Source: an optimization exercise on an open RTL-to-GDS flow (aim: small area and a short achievable clock period). Production flows keep margins and buffers that such runs may drop.
Only simulation tests tie the RTL to the original design; equivalence was not proved.
Power and IR drop assume default switching activity.

<file path="design/flow/design.v">
package l0_buffer_pkg;
   typedef logic [32-1:0]    port_word_t;    
   typedef logic [5-1:0]   buf_count_t;    
   typedef logic [2-1:0] port_vec_t;     
   typedef enum logic [1:0] {
      RST_IDLE  = 2'd0,
      RST_HOLD  = 2'd1,
      RST_PULSE = 2'd2,
      RST_DONE  = 2'd3
   } rst_state_e;
   typedef enum logic [1:0] {EV_NONE = 2'd0, EV_SOB = 2'd1, EV_EOB = 2'd2} burst_event_e;
endpackage
`timescale 1ns/1ps
module reset_sequencer (
   input  logic clk_pll_200,
   input  logic reset,
   output logic soft_reset,
   output logic ready
);
   localparam int CNT_W = $clog2(32 + 16 + 1);
   l0_buffer_pkg::rst_state_e state;
   logic [CNT_W-1:0]          cnt;    
   always_ff @(posedge clk_pll_200) begin
      if (reset) begin
         state <= l0_buffer_pkg::RST_IDLE;
         cnt   <= '0;
      end else begin
         case (state)
            l0_buffer_pkg::RST_IDLE: begin
               state <= l0_buffer_pkg::RST_HOLD;
               cnt   <= CNT_W'(1);
            end
            l0_buffer_pkg::RST_HOLD: begin
               if (cnt == CNT_W'(32)) begin
                  state <= l0_buffer_pkg::RST_PULSE;
                  cnt   <= CNT_W'(1);
               end else begin
                  cnt <= cnt + CNT_W'(1);
               end
            end
            l0_buffer_pkg::RST_PULSE: begin
               if (cnt == CNT_W'(16)) begin
                  state <= l0_buffer_pkg::RST_DONE;    
                  cnt   <= '0;
               end else begin
                  cnt <= cnt + CNT_W'(1);
               end
            end
            default: begin
               state <= l0_buffer_pkg::RST_DONE;    
               cnt   <= '0;
            end
         endcase
      end
   end
   assign soft_reset = (state == l0_buffer_pkg::RST_PULSE);
   assign ready      = (state == l0_buffer_pkg::RST_DONE);
endmodule
`timescale 1ns/1ps
module burst_dispatcher (
   input  logic clk_pll_200,
   input  logic reset,
   input  logic soft_reset,
   input  logic flush,
   input  logic burst,
   output logic ecrst,
   output logic bcrst
);
   logic                        burst_q;    
   logic                        clear;
   l0_buffer_pkg::burst_event_e ev;
   assign clear = reset | soft_reset | flush;
   always_comb begin
      if (burst && !burst_q) begin
         ev = l0_buffer_pkg::EV_SOB;
      end else if (!burst && burst_q) begin
         ev = l0_buffer_pkg::EV_EOB;
      end else begin
         ev = l0_buffer_pkg::EV_NONE;
      end
   end
   always_ff @(posedge clk_pll_200) begin
      if (clear) begin
         burst_q <= 1'b0;
         ecrst   <= 1'b0;
         bcrst   <= 1'b0;
      end else begin
         burst_q <= burst;
         ecrst   <= (ev == l0_buffer_pkg::EV_SOB) || (ev == l0_buffer_pkg::EV_EOB);
         bcrst   <= (ev == l0_buffer_pkg::EV_SOB);    
      end
   end
endmodule
`timescale 1ns/1ps
module primitive_buffer (
   input  logic                      clk_pll_200,
   input  logic                      reset,
   input  logic                      soft_reset,
   input  logic                      flush,
   input  logic                      burst,
   input  logic                      wr_en,
   input  l0_buffer_pkg::port_word_t wr_data,
   input  logic                      rd_en,
   output l0_buffer_pkg::port_word_t rd_data,
   output logic                      empty,
   output logic                      full,
   output logic                      refill_req
);
   localparam int PTR_W = $clog2(16);
   l0_buffer_pkg::port_word_t  mem [16];
   logic [PTR_W-1:0]           wr_ptr;
   logic [PTR_W-1:0]           rd_ptr;
   l0_buffer_pkg::buf_count_t  count;
   logic                       clear;
   logic                       wr_ok;
   logic                       rd_ok;
   assign clear = reset | soft_reset | flush;
   assign wr_ok = wr_en & ~full;     
   assign rd_ok = rd_en & ~empty;    
   always_ff @(posedge clk_pll_200) begin
      if (wr_ok) begin
         mem[wr_ptr] <= wr_data;
      end
   end
   always_ff @(posedge clk_pll_200) begin
      if (clear) begin
         wr_ptr <= '0;
         rd_ptr <= '0;
         count  <= '0;
      end else begin
         if (wr_ok) begin
            wr_ptr <= wr_ptr + PTR_W'(1);    
         end
         if (rd_ok) begin
            rd_ptr <= rd_ptr + PTR_W'(1);
         end
         case ({wr_ok, rd_ok})
            2'b10:   count <= count + l0_buffer_pkg::buf_count_t'(1);
            2'b01:   count <= count - l0_buffer_pkg::buf_count_t'(1);
            default: count <= count;    
         endcase
      end
   end
   always_ff @(posedge clk_pll_200) begin
      if (clear) begin
         refill_req <= 1'b0;
      end else begin
         refill_req <= burst && (count < l0_buffer_pkg::buf_count_t'(4));
      end
   end
   assign rd_data = mem[rd_ptr];    
   assign empty   = (count == '0);
   assign full    = (count == l0_buffer_pkg::buf_count_t'(16));
endmodule
`timescale 1ns/1ps
module l0_buffer_top (
   input  logic                                          clk_pll_200,
   input  logic                                          reset,
   input  logic                                          burst,
   input  logic                                          flush,
   input  l0_buffer_pkg::port_vec_t                      wr_en,
   input  l0_buffer_pkg::port_word_t [2-1:0] wr_data,
   input  l0_buffer_pkg::port_vec_t                      rd_en,
   output l0_buffer_pkg::port_word_t [2-1:0] rd_data,
   output l0_buffer_pkg::port_vec_t                      empty,
   output l0_buffer_pkg::port_vec_t                      full,
   output l0_buffer_pkg::port_vec_t                      refill_req,
   output logic                                          ecrst,
   output logic                                          bcrst,
   output logic                                          ready
);
   logic soft_reset;    
   reset_sequencer u_reset_sequencer (
      .clk_pll_200 (clk_pll_200),
      .reset       (reset),
      .soft_reset  (soft_reset),
      .ready       (ready)
   );
   burst_dispatcher u_burst_dispatcher (
      .clk_pll_200 (clk_pll_200),
      .reset       (reset),
      .soft_reset  (soft_reset),
      .flush       (flush),
      .burst       (burst),
      .ecrst       (ecrst),
      .bcrst       (bcrst)
   );
   for (genvar p = 0; p < 2; p++) begin : g_port
      primitive_buffer u_buffer (
         .clk_pll_200 (clk_pll_200),
         .reset       (reset),
         .soft_reset  (soft_reset),
         .flush       (flush),
         .burst       (burst),         
         .wr_en       (wr_en[p]),
         .wr_data     (wr_data[p]),
         .rd_en       (rd_en[p]),
         .rd_data     (rd_data[p]),
         .empty       (empty[p]),
         .full        (full[p]),
         .refill_req  (refill_req[p])
      );
   end
endmodule
</file>
<file path="design/flow/run.sh">
#!/bin/bash
# synth_recipe.tcl (not shown) runs the flow's synth.tcl, then flattens the netlist and writes it again
# the make line also repeats each setting of config.mk as NAME=value (left out here)
make -C /OpenROAD-flow-scripts/flow DESIGN_CONFIG=/design/flow/config.mk WORK_HOME=/design/flow/orfs CLKGATE_MAP_FILE= SYNTH_SCRIPT=/design/flow/synth_recipe.tcl finish
</file>
<file path="design/flow/config.mk">
export PLATFORM = sky130hd
export DESIGN_NAME = l0_buffer_top
export DESIGN_NICKNAME = l0_buffer_top
export VERILOG_FILES = /design/flow/design.v
export SDC_FILE = /design/flow/constraint.sdc
export NUM_CORES = 4
export LEC_CHECK = 0
export CAP_MARGIN = 20
export CORE_MARGIN = 2
export CORE_UTILIZATION = 40
export SLEW_MARGIN = 20
</file>
<file path="design/flow/constraint.sdc">
create_clock -name core_clock -period 3.8 [get_ports {clk_pll_200}]
set_input_delay 0.7600 -clock core_clock [delete_from_list [all_inputs] [get_ports {clk_pll_200}]]
set_output_delay 0.7600 -clock core_clock [all_outputs]
set_load 0.01 [all_outputs]
</file>
==> run_results.csv <==
group,metric,value,unit
power_and_ir_drop,p_sw,4.809,mW
min_path,worstHoldPathType,"reg -> reg",
floorplan,die_w,323.0,µm
layout,area_delta_synth_final,18.97,%
critical_path,crit_arrival,2.92,ns
clock_network,clk_latency,0.68,ns
placement,placed_area,44730,µm²
clock_network,path_clk_slew,0.06,ns
critical_path,startpoint_type,"flip-flop",
logic_synthesis,synth_xor_xnor_area_share,0.005593,
floorplan,rows,117,
clock_network,cts_tree,"done",
power_and_ir_drop,power.leakage,15.01,nW
critical_path,end_kind,"primary output",
timing,max_freq,0.2721,GHz
drt,final_antenna_net_count,0,
critical_path,critPathRequiredTime,3.04,ns
floorplan,die_h,323.0,µm
placement,dpl.hpwl,47.65,mm
floorplan,core,101300,µm²
logic_synthesis,synth_compound_area_frac,0.02812,
min_path,min_to,"g_port[0].u_buffer.refill_req",
logic_synthesis,avgSynthCellArea,21.88,µm²
timing,finalCritPeriodShare,0.9671,
logic_synthesis,synth_mux_area_frac,0.1431,
min_path,min_from,"g_port[0].u_buffer.count[3]",
global_route,antenna_found_initial,11,
clock_network,numCtsBuffers,107,
logic_synthesis,synth_fp_nets,1954,
power_and_ir_drop,netSwitchingFraction,0.2005,
logic_synthesis,seq_area_frac_synth,0.7784,
logic_synthesis,synthesis.area,40710,µm²
run,maxCapViolations,0,
timing,worst_pin_slew,0.7589,ns
power_and_ir_drop,internal_power,19.17,mW
clock_network,cts_max_path_buffers,3,
floorplan,ioPinCount,145,
critical_path,cp_max_fo,34,
logic_synthesis,synth_top_family_by_area,"multiplexers",
timing,hold_viol,0,
logic_synthesis,yosysWarnings,3,
layout,drive_gt1_frac,0.2524,
layout,final_area,48430,µm²
drt,drtPass1Iterations,6,
power_and_ir_drop,p_clk_frac,0.421,
drt,num_vias,19160,
global_route,grt_pass1_wl,133.7,mm
logic_synthesis,synth_fa_ha_area_frac,0.006454,
layout,final_util,0.4781,
logic_synthesis,netlist_instances,1861,
global_route,grt_max_degree,60,
power_and_ir_drop,share_seq_of_total_power,0.544,
power_and_ir_drop,combPwrFrac,0.035,
placement,io_buffers,144,
global_route,overflow,0,
power_and_ir_drop,powerDensity,495.1,nW/µm²
global_route,grt_pass1_vias,20500,
logic_synthesis,ys_types,43,
critical_path,reg2reg_slack,0.95,ns
floorplan,dieArea,104300,µm²
critical_path,reg2reg_from,"g_port[1].u_buffer.count[2]",
timing,maxSlewViolCount,0,
min_path,min_path_cells,1,
power_and_ir_drop,ir_drop,0.0003836,V
drt,first_iter_violations,1654,
layout,final_common_cell,"edfxtp_1",
clock_network,cts_root_buf,"clkbuf_16",
global_route,grt_util_all_layers,0.1756,
layout,layout_common_cells,"edfxtp_1 (1,024), mux4_2 (256), clkdlybuf4s50_1 (140)",
logic_synthesis,yosys.area_share.simple,0.02354,
critical_path,crit_type,"reg -> out",
timing,max_slew_margin,0.4929,
critical_path,reg2reg_depth,10,
layout,nFillCells,8309,
drt,viasPerCell,5.396,
placement,gp_congestion,0.7125,
timing,finalClockSkew,0.01611,ns
drt,wl,90.48,mm
critical_path,r2r_end,"g_port[1].u_buffer.count[4]",
clock_network,cts.sinks,1071,
timing,setup_viol,0,
layout,final_nets,2188,
timing,period_minus_slack,3.675,ns
clock_network,htree_levels,3,
drt,drc,0,
drt,wire_per_inst,25.49,µm
logic_synthesis,ys_seq_elements,1071,
run_status,status,"timing/DRC/antenna clean",
floorplan,initial_core_util,0.4019,
timing,final.setup.tns,0,ns
area by class of cell:
cell class	count	area (µm²)	area share
inverter	20	75.07	0.001550
tap	1368	1712	0.03534
timing repair buffer	230	2864	0.05913
antenna	3	7.507	0.0001550
multi-input combinational	665	8707	0.1798
sequential	1071	31710	0.6546
clock inverter	57	555.5	0.01147
clock buffer	136	2808	0.05797
worst max-delay path, stage by stage, from the launching register on:
cell and delay [ns]:
dfxtp_4 0.41, buf_12 0.29, mux4_2 0.57, a22oi_1 0.22, nand2_1 0.19, clkdlybuf4s50_1 0.53
cell usage after synthesis:
library cell     n  area [µm²]
mux4_2         256        5766
nor3b_1          2       15.01
a22oi_1        128       960.9
nand2b_1         3       18.77
nor2b_1          6       37.54
a31oi_2          2       25.02
o2111ai_1        2       17.52
xnor2_1          9       78.83
mux2i_1          6       60.06
nand4_1          6       37.54
dfxtp_1         47       940.9
a21boi_2         2       22.52
nand4bb_1        2       22.52
xor2_1          17       148.9
edfxtp_1      1024       30750
and2_2           1       7.510
nand4b_1         2       17.52
buf_4           27       202.7
a21oi_1          9       45.04
and4bb_2         1       12.51
inv_2            1       3.750
buf_1           22       82.58
inv_1           19       71.32
nand3_1          7       35.03
nor4bb_1         2       20.02
clkbuf_1        37       138.9
nor2_1          59       221.5
nor3_1           8       40.04
and3_1           3       18.77
nor4_1           5       31.28
and2_1          13       81.33
clkbuf_8         1       13.76
nand2_1         76       285.3
or3b_1           2       17.52
o21bai_2         1       11.26
and3_2           1       7.510
a31oi_1          2       12.51
or3_1            3       18.77
nor3b_2          1       12.51
o21ai_0          3       15.01
ha_1            21       262.8
a211o_1          4       35.03
buf_2           18       90.09
power groups by stage:
stage | Sequential (mW) | Combinational, mW | Clock [mW]
2_1_floorplan | 13.3 | 0.383 | 0
4_1_cts | 13.0 | 0.842 | 10.3
5_1_grt | 13.0 | 0.914 | 10.8
3_5_place_dp | 13.3 | 0.833 | 0
3_3_place_gp | 13.3 | 0.808 | 0
6_report | 13.0 | 0.838 | 10.1
cell families (layout without fill, tap and decap cells):
logic type	Yosys count	count (layout)
flops	1071	1071
mux	262	262
simple gates	203	203
compound gates	153	153
buf+inv	125	443
xor+xnor	26	26
fa+ha+maj	21	21
other cells	0	3
flip-flops by register name, summed over array words and instances, names as in the netlist, named ones only:
signal and count:
g_port.u_buffer.count 10, u_burst_dispatcher.bcrst 1, u_burst_dispatcher.ecrst 1, u_burst_dispatcher.burst_q 1, g_port.u_buffer.mem 1024, g_port.u_buffer.wr_ptr 8
u_reset_sequencer.cnt 6, u_reset_sequencer.state 2, g_port.u_buffer.rd_ptr 8, g_port.u_buffer.refill_req 2
how the worst max path moves through the flow:
stage                          from                           end  slack (ns)  cells past startpoint
after floorplan            wr_en[1]  g_port[1].u_buffer.mem[1][0]       -1.01                      4
after global placement     wr_en[1]   g_port[1].u_buffer.count[4]        0.36                     12
after detailed placement   wr_en[1]   g_port[1].u_buffer.count[4]        0.34                     12
after CTS                 flip-flop                   rd_data[23]        0.01                      5
after global routing      flip-flop                   rd_data[29]      -0.004                      5
final                     flip-flop                   rd_data[61]        0.12                      5
per-layer routing:
metal	wire length, µm	vias to the layer above	global-route usage
li1	-	8269	-
met1	35330	10200	0.2161
met2	47920	529	0.3140
met3	4958	148	0.03174
met4	2189	14	0.05550
met5	82	-	0
stage by stage:
stage	cells	hold WS, ns	total power, mW	worst slack [ns]
floorplan	1861	0.4467	13.67	-1.013
finish	3550	0.5189	23.98	0.1249
global route	3550	0.5583	24.76	-0.004396
global placement	3335	0.4848	14.09	0.3645
detailed placement	3335	0.4974	14.12	0.3427
CTS	3531	0.5059	24.23	0.009611
timing repair:
action,in CTS,in global routing
setup endpoints to repair,14,29
hold buffers,0,0
gates cloned,1,1
pin swaps,0,0
setup buffers,2,15
resized for setup,3,17

what the ideal ports hide:
In the flow no input, the clock included, has a driving cell. The finished layout below was timed again as built, in two steps. Step 1, drivers: a clkbuf_16 drives clk_pll_200 and a buf_2 each remaining input, both assumed. Step 2, shift: input delay + t, output delay - t, t = (earliest + latest rising clock arrival at the registers) / 2. This alone moves slack from input paths to output paths. a / b / c = no drivers / after step 1 / after step 2; a / b = the first two.
shift t [ns]: 0.742
setup slack, ns: 0.125 / 0.060 / 0.357
hold WS [ns]: 0.519 / 0.519 / 0.519
latest minus earliest clock arrival (ns): 0.026 / 0.025
worst data-port slew with drivers (ns): 0.12
After both steps setup and hold are still met in this run. The setup slack of this run moves by -0.065 ns with the drivers and by +0.232 ns with both steps.
